From an optimization exercise on the open Yosys and OpenROAD flow, aimed at small area, a short achievable clock period and few clock cycles per item; shortcuts taken in it are not production practice.
For this run, only the layout was checked, not whether the RTL still works.
Power figures rest on the tool's default switching activity, not on a simulated workload.

--- flow/design.v ---
module partition_engine (
    input  logic        clk,
    input  logic        rst,
    input  logic        cmd_valid,
    output logic        cmd_ready,
    input  logic [7:0]  cmd_op,
    input  logic [31:0] cmd_region,
    input  logic [31:0] cmd_mask,
    input  logic [3:0]  cmd_m1,
    input  logic [3:0]  cmd_m2,
    output logic        rsp_valid,
    input  logic        rsp_ready,
    output logic [2:0]  rsp_status,
    output logic [3:0]  rsp_module_id,
    output logic [4:0]  live_count,
    output logic [15:0] slot_valid,
    output logic        is_structured,
    output logic [11:0] mu_discovery,
    output logic [11:0] mu_execution,
    output logic [11:0] mu_cost,
    output logic        mu_saturated,
    input  logic [3:0]  rd_id,
    output logic [31:0] rd_region
);
    localparam logic [2:0] ST_OK      = 3'd0;
    localparam logic [2:0] ST_FULL    = 3'd1;
    localparam logic [2:0] ST_BAD_ID  = 3'd2;
    localparam logic [2:0] ST_OVERLAP = 3'd3;
    localparam logic [2:0] ST_EMPTY   = 3'd4;
    localparam logic [2:0] ST_ILLEGAL = 3'd5;
    logic [31:0]      own_v;
    logic [3:0]       own_id [32];
    logic             sat_q;
    always_comb begin
        for (int b = 0; b < 32; b++) rd_region[b] = own_v[b] && (own_id[b] == rd_id);
    end
    logic [12:0] cost_sum;
    assign cost_sum     = {1'b0, mu_discovery} + {1'b0, mu_execution};
    assign mu_cost      = cost_sum[12] ? 12'hfff : cost_sum[11:0];
    assign mu_saturated = sat_q | cost_sum[12];
    logic accept;
    assign cmd_ready = !rsp_valid || rsp_ready;
    assign accept    = cmd_valid && cmd_ready;
    logic op_new, op_split, op_merge, op_acc;
    assign op_new   = (cmd_op == 8'h00);
    assign op_split = (cmd_op == 8'h01);
    assign op_merge = (cmd_op == 8'h02);
    assign op_acc   = (cmd_op == 8'h05);
    logic [3:0] free_id;
    logic       any_free;
    always_comb begin
        free_id  = '0;
        any_free = 1'b0;
        for (int k = 15; k >= 0; k--) begin
            if (!slot_valid[k]) begin
                free_id  = 4'(k);
                any_free = 1'b1;
            end
        end
    end
    logic [31:0] p1, p2;
    logic        overlap, region_zero, split_lo, split_hi, m1_live, m2_live;
    always_comb begin
        for (int b = 0; b < 32; b++) begin
            p1[b] = own_v[b] && (own_id[b] == cmd_m1);
            p2[b] = own_v[b] && (own_id[b] == cmd_m2);
        end
    end
    assign overlap     = |(cmd_region & own_v);
    assign region_zero = (cmd_region == '0);
    assign split_lo    = |(p1 & cmd_mask);
    assign split_hi    = |(p1 & ~cmd_mask);
    assign m1_live     = slot_valid[cmd_m1];
    assign m2_live     = slot_valid[cmd_m2];
    logic new_ok, split_ok, merge_ok;
    logic [2:0] status;
    always_comb begin
        status = ST_OK;
        if (op_new) begin
            if (region_zero)    status = ST_EMPTY;
            else if (overlap)   status = ST_OVERLAP;
            else if (!any_free) status = ST_FULL;
        end else if (op_split) begin
            if (!m1_live)                  status = ST_BAD_ID;
            else if (!any_free)            status = ST_FULL;
            else if (!split_lo || !split_hi) status = ST_EMPTY;
        end else if (op_merge) begin
            if (!m1_live || !m2_live || (cmd_m1 == cmd_m2)) status = ST_BAD_ID;
        end else if (!op_acc) begin
            status = ST_ILLEGAL;
        end
    end
    assign new_ok   = op_new && !region_zero && !overlap && any_free;
    assign split_ok = op_split && m1_live && any_free && split_lo && split_hi;
    assign merge_ok = op_merge && m1_live && m2_live && (cmd_m1 != cmd_m2);
    logic [5:0]  pop;
    logic [7:0]  inc_exec;
    logic [12:0] disc_sum, exec_sum;
    always_comb begin
        pop = '0;
        for (int b = 0; b < 32; b++) pop = pop + 6'(cmd_region[b]);
    end
    always_comb begin
        inc_exec = '0;
        if (split_ok)      inc_exec = 8'd32;
        else if (merge_ok) inc_exec = 8'd4;
        else if (op_acc)   inc_exec = {live_count, 3'b000};
    end
    assign disc_sum = {1'b0, mu_discovery} + {7'b0, pop};
    assign exec_sum = {1'b0, mu_execution} + {5'b0, inc_exec};
    always_ff @(posedge clk or posedge rst) begin
        if (rst) begin
            rsp_valid     <= 1'b0;
            rsp_status    <= '0;
            rsp_module_id <= '0;
            live_count    <= '0;
            slot_valid    <= '0;
            is_structured <= 1'b0;
            mu_discovery  <= '0;
            mu_execution  <= '0;
            sat_q         <= 1'b0;
            own_v         <= '0;
        end else begin
            if (cmd_ready) rsp_valid <= cmd_valid;
            if (accept) begin
                rsp_status    <= status;
                rsp_module_id <= merge_ok ? cmd_m1 : ((new_ok || split_ok) ? free_id : 4'd0);
                if (new_ok || split_ok) begin
                    live_count          <= live_count + 5'd1;
                    slot_valid[free_id] <= 1'b1;
                end
                if (merge_ok) begin
                    live_count          <= live_count - 5'd1;
                    slot_valid[cmd_m2]  <= 1'b0;
                end
                if (op_acc) is_structured <= (live_count >= 5'd2);
                if (new_ok) begin
                    mu_discovery <= disc_sum[12] ? 12'hfff : disc_sum[11:0];
                    own_v        <= own_v | cmd_region;
                end
                mu_execution <= exec_sum[12] ? 12'hfff : exec_sum[11:0];
                sat_q        <= sat_q | (new_ok && disc_sum[12]) | exec_sum[12];
            end
        end
    end
    always_ff @(posedge clk) begin
        if (accept) begin
            for (int b = 0; b < 32; b++) begin
                if ((new_ok && cmd_region[b]) || (split_ok && p1[b] && cmd_mask[b]))
                    own_id[b] <= free_id;
                else if (merge_ok && p2[b])
                    own_id[b] <= cmd_m1;
            end
        end
    end
endmodule
--- flow/run.sh ---
#!/bin/bash
# synth_recipe.tcl (not shown) runs the flow's synth.tcl, then flattens the netlist and writes it again
# the make line also repeats each setting of config.mk as NAME=value (left out here)
make -C /OpenROAD-flow-scripts/flow DESIGN_CONFIG=/design/flow/config.mk WORK_HOME=/design/flow/orfs CLKGATE_MAP_FILE= SYNTH_SCRIPT=/design/flow/synth_recipe.tcl finish
--- flow/config.mk ---
export PLATFORM = sky130hd
export DESIGN_NAME = partition_engine
export DESIGN_NICKNAME = partition_engine
export VERILOG_FILES = /design/flow/design.v
export SDC_FILE = /design/flow/constraint.sdc
export NUM_CORES = 4
export LEC_CHECK = 0
export CAP_MARGIN = 20
export CELL_PAD_IN_SITES_DETAIL_PLACEMENT = 2
export CELL_PAD_IN_SITES_GLOBAL_PLACEMENT = 4
export CORE_MARGIN = 2
export CORE_UTILIZATION = 30
export PLACE_DENSITY = 0.4
export SLEW_MARGIN = 20
--- flow/constraint.sdc ---
create_clock -name core_clock -period 10.0 [get_ports {clk}]
set_input_delay 2.0000 -clock core_clock [delete_from_list [all_inputs] [get_ports {clk}]]
set_output_delay 2.0000 -clock core_clock [all_outputs]
set_load 0.01 [all_outputs]
==> results.txt <==
[routing by layer]
layer  up-vias  track usage [%]  wire, µm  share of wire, %
li1       6569                -         -                 -
met1      7587             32.2     33700                43
met2       250             48.1     41100                52
met3        91             2.47      2480               3.1
met4         4             6.22      1890               2.4
met5         -                0        23             0.029
[area by class of cell]
type	instances	area, µm²
clock buffer	39	816
antenna	1	2.50
sequential	214	6000
fill	6303	37400
inverter	83	314
tap	773	967
clock inverter	18	143
timing repair buffer	217	2060
multi-input combinational	1357	11000
[state kept, by name (all words and copies together), names as in the netlist]
signal,count
mu_execution,11
mu_discovery,12
rsp_module_id,4
live_count,5
rsp_valid,1
rsp_status,3
own_id,128
slot_valid,16
is_structured,1
sat_q,1
own_v,32
[path summary, 6_finish.rpt]
check,slack [ns],start,to
min,0.50,sat_q,sat_q
min in group asynchronous,1.77,rst,is_structured
max reg2reg,4.23,mu_discovery[0],mu_discovery[9]
max,2.02,cmd_region[23],mu_discovery[9]
max in group asynchronous,7.02,rst,own_v[24]
min reg2reg,0.50,sat_q,sat_q
[cell families (layout without fill, tap and decap cells)]
group           count (synthesis)  in the layout  share of synthesized area, %
simple gates                  452            452                          13.0
xor+xnor                      411            411                          20.3
compound gates                278            278                          12.4
flops                         214            214                          33.8
buf+inv                       192            357                          4.55
mux                           145            145                          9.77
fa+ha+maj                      71             71                          6.24
other cells                     0              1                             0
[critical path: cells and delay by family]
| kind | cells | cell delay, ns |
|---|---|---|
| compound gates | 5 | 1.05 |
| fa+ha+maj | 8 | 3.89 |
| buf+inv | 6 | 0.88 |
| mux | 1 | 0.26 |
| simple gates | 2 | 0.36 |
[metrics by stage]
stage	total power, W	setup slack [ns]
2_1_floorplan	0.00158	2.42
3_3_place_gp	0.00194	1.37
3_5_place_dp	0.00196	1.30
4_1_cts	0.00305	1.93
5_1_grt	0.00319	1.62
6_report	0.00300	2.02
[cells in the mapped netlist (all sizes together), types with 5 or more instances]
cell,count
a21o,40
a21oi,43
a22oi,18
a31oi,7
a32oi,7
and2,8
buf,60
clkbuf,49
dfrtp,86
edfxtp,128
fa,29
ha,42
inv,83
mux2,134
mux4,9
nand2,79
nand2b,12
nand3,82
nand4,52
nor2,73
nor2b,8
nor3,80
nor4,46
o2111ai,9
o21a,38
o21ai,54
o21bai,5
o22a,6
o22ai,30
xnor2,117
xor2,294
[power by group through the flow]
stage	Clock [W]	Sequential, W	Combinational [W]
6_report	0.00107	0.000996	0.000935
5_1_grt	0.00113	0.00100	0.00106
4_1_cts	0.00110	0.000999	0.000957
3_5_place_dp	0	0.00102	0.000947
3_3_place_gp	0	0.00102	0.000928
2_1_floorplan	0	0.00100	0.000581
==> out/qor.csv <==
metric,value,unit
Clock Power Share,35.7,%
HPWL Detailed,57200,µm
Post-synth EDFFs,128,
Setup Viol. Count Final,0,
WL/cell,29.3,µm
CP endpoint kind,flip-flop,
root buf cell,clkbuf_16,
postcts setup bufs,0,
leakage power,8.02,nW
CTS max path bufs,3,
Fin. Hold Viols,0,
"commonest non-fill, non-tap cells in the layout","xor2_1 (294), clkdlybuf4s50_1 (175), mux2_2 (134)",
cells along the critical path,"clkdlybuf4s50_1, inv_1, fa_1, fa_1, inv_1, fa_1, inv_1, fa_1, fa_1, fa_1, inv_1, fa_1, fa_1, a21o_1, a21oi_1, o21bai_1, a21oi_1, inv_1, a21oi_1, nor3_2, nand2b_1, mux2_2",
worst rel slew slack,31.5,%
antenna violations before repair,3,
Initial Utilization,30.2,%
GRT Overall Usage,26.0,%
sequential share of the synthesized area,33.8,%
combinational share of power,31.1,%
"Core Util, Final",36.3,%
Final Skew,0.0237,ns
Main synth FF type,edfxtp_1,
total grt overflow,0,
DR pass1 iterations,5,
hold slack final,0.499,ns
DRC,0,
TritonCTS Buffers,31,
Setup CP Type,input port to flip-flop,
post_cts resized,0,
largest net degree at the start of global routing,58,
Post-Syn Instances,1763,
Reg power frac,33.2,%
max incr delay on CP,0.55,ns
top-area cell type share of the netlist area,21.7,%
Sw Share,34.1,%
CTS tree,done,
routed via count,14501,
Final #Nets,2063,
vias in the first global route,16151,
status,finished clean,
"leading cell type in the layout, fill and taps excluded",xor2_1,
# IOs,188,
Worst-path clk slew,0.06,ns
final cell area excluding filler cells,21300,µm²
worst slew pin tran,1.03,ns
num rows,89,
most frequent CP cell,fa_1,
worst min path class,flip-flop to flip-flop,
cell accounting for the most synthesized area,edfxtp_1,
Routed Antenna Nets,0,
cell area after synthesis,17700,µm²
worst hold path cell count,1,
internal power,0.00198,W
crit start category,input port,
Synth Warn #,2,
die area,61100,µm²
Worst Path Max Fanout,10,
proportion of layout cells with a drive suffix above 1,14.5,%
Clock Latency Late Sink,0.59,ns
final slew viol count,0,
Iter 0 DRT Violations,713,
final cell count without fillers,2702,
via-per-instance ratio,5.37,
htree depth,1,
Critical Path AT,8.45,ns
DRT Wirelength,79200,µm
Die X,247,µm
Switching Power,0.00102,W
Worst R2R Path Depth,18,
Mean Syn Cell Area,10.1,µm²
cts hold-fix bufs,0,
DIE HEIGHT,247,µm
MaxCap Viol Count,0,
Clock Sinks,214,
"Net Count, Synth",1922,
final period utilization,79.8,%
fmax,0.125,GHz
Worst EP required,10.47,ns
number of synthesized register bits,214,
Placement Cell Area,20300,µm²
pwr dens,141,nW/µm²
Max VDD drop,0.180,mV
routability cong.,0.838,
Area Overhead vs Synth,20.1,%
Netlist cell types,67,
cell count after placement,2644,
Final min period,7.98,ns
core area,58700,µm²
ranking of synthesized cells by area,"edfxtp_1 (22%), xor2_1 (15%), dfrtp_1 (12%)",
global-route wire length before repair,115000,µm
ys async rst share,40.2,%
Setup TNS Final,0,ns
Worst path slowest cell,fa_1,
RSZ-0062 raised after global routing,no,
PortBufs,187,

what the ideal ports hide:
The results above use ideal ports. As a check the final layout listed here was re-extracted and re-timed, cells and wires unchanged. Step 1: set_driving_cell puts a clkbuf_16 on clk and a buf_2 on each other input, an assumption about the parent block. Step 2 moves the port delays by t, midway between the first and last clock arrival at a register: inputs arrive t later, outputs are due t later. That takes back most of the time a late clock gives input paths. Slacks: no drivers / after step 1 / after step 2; pairs: no drivers / after step 1.
t, ns: 0.633
setup WS [ns]: 2.021 / 2.048 / 1.416
slew at the worst register clock pin (ns): 0.06 / 0.06
After both steps setup and hold are still met in this run. For this run, drivers alone change the setup slack by +0.027 ns; drivers and shift together by -0.605 ns.
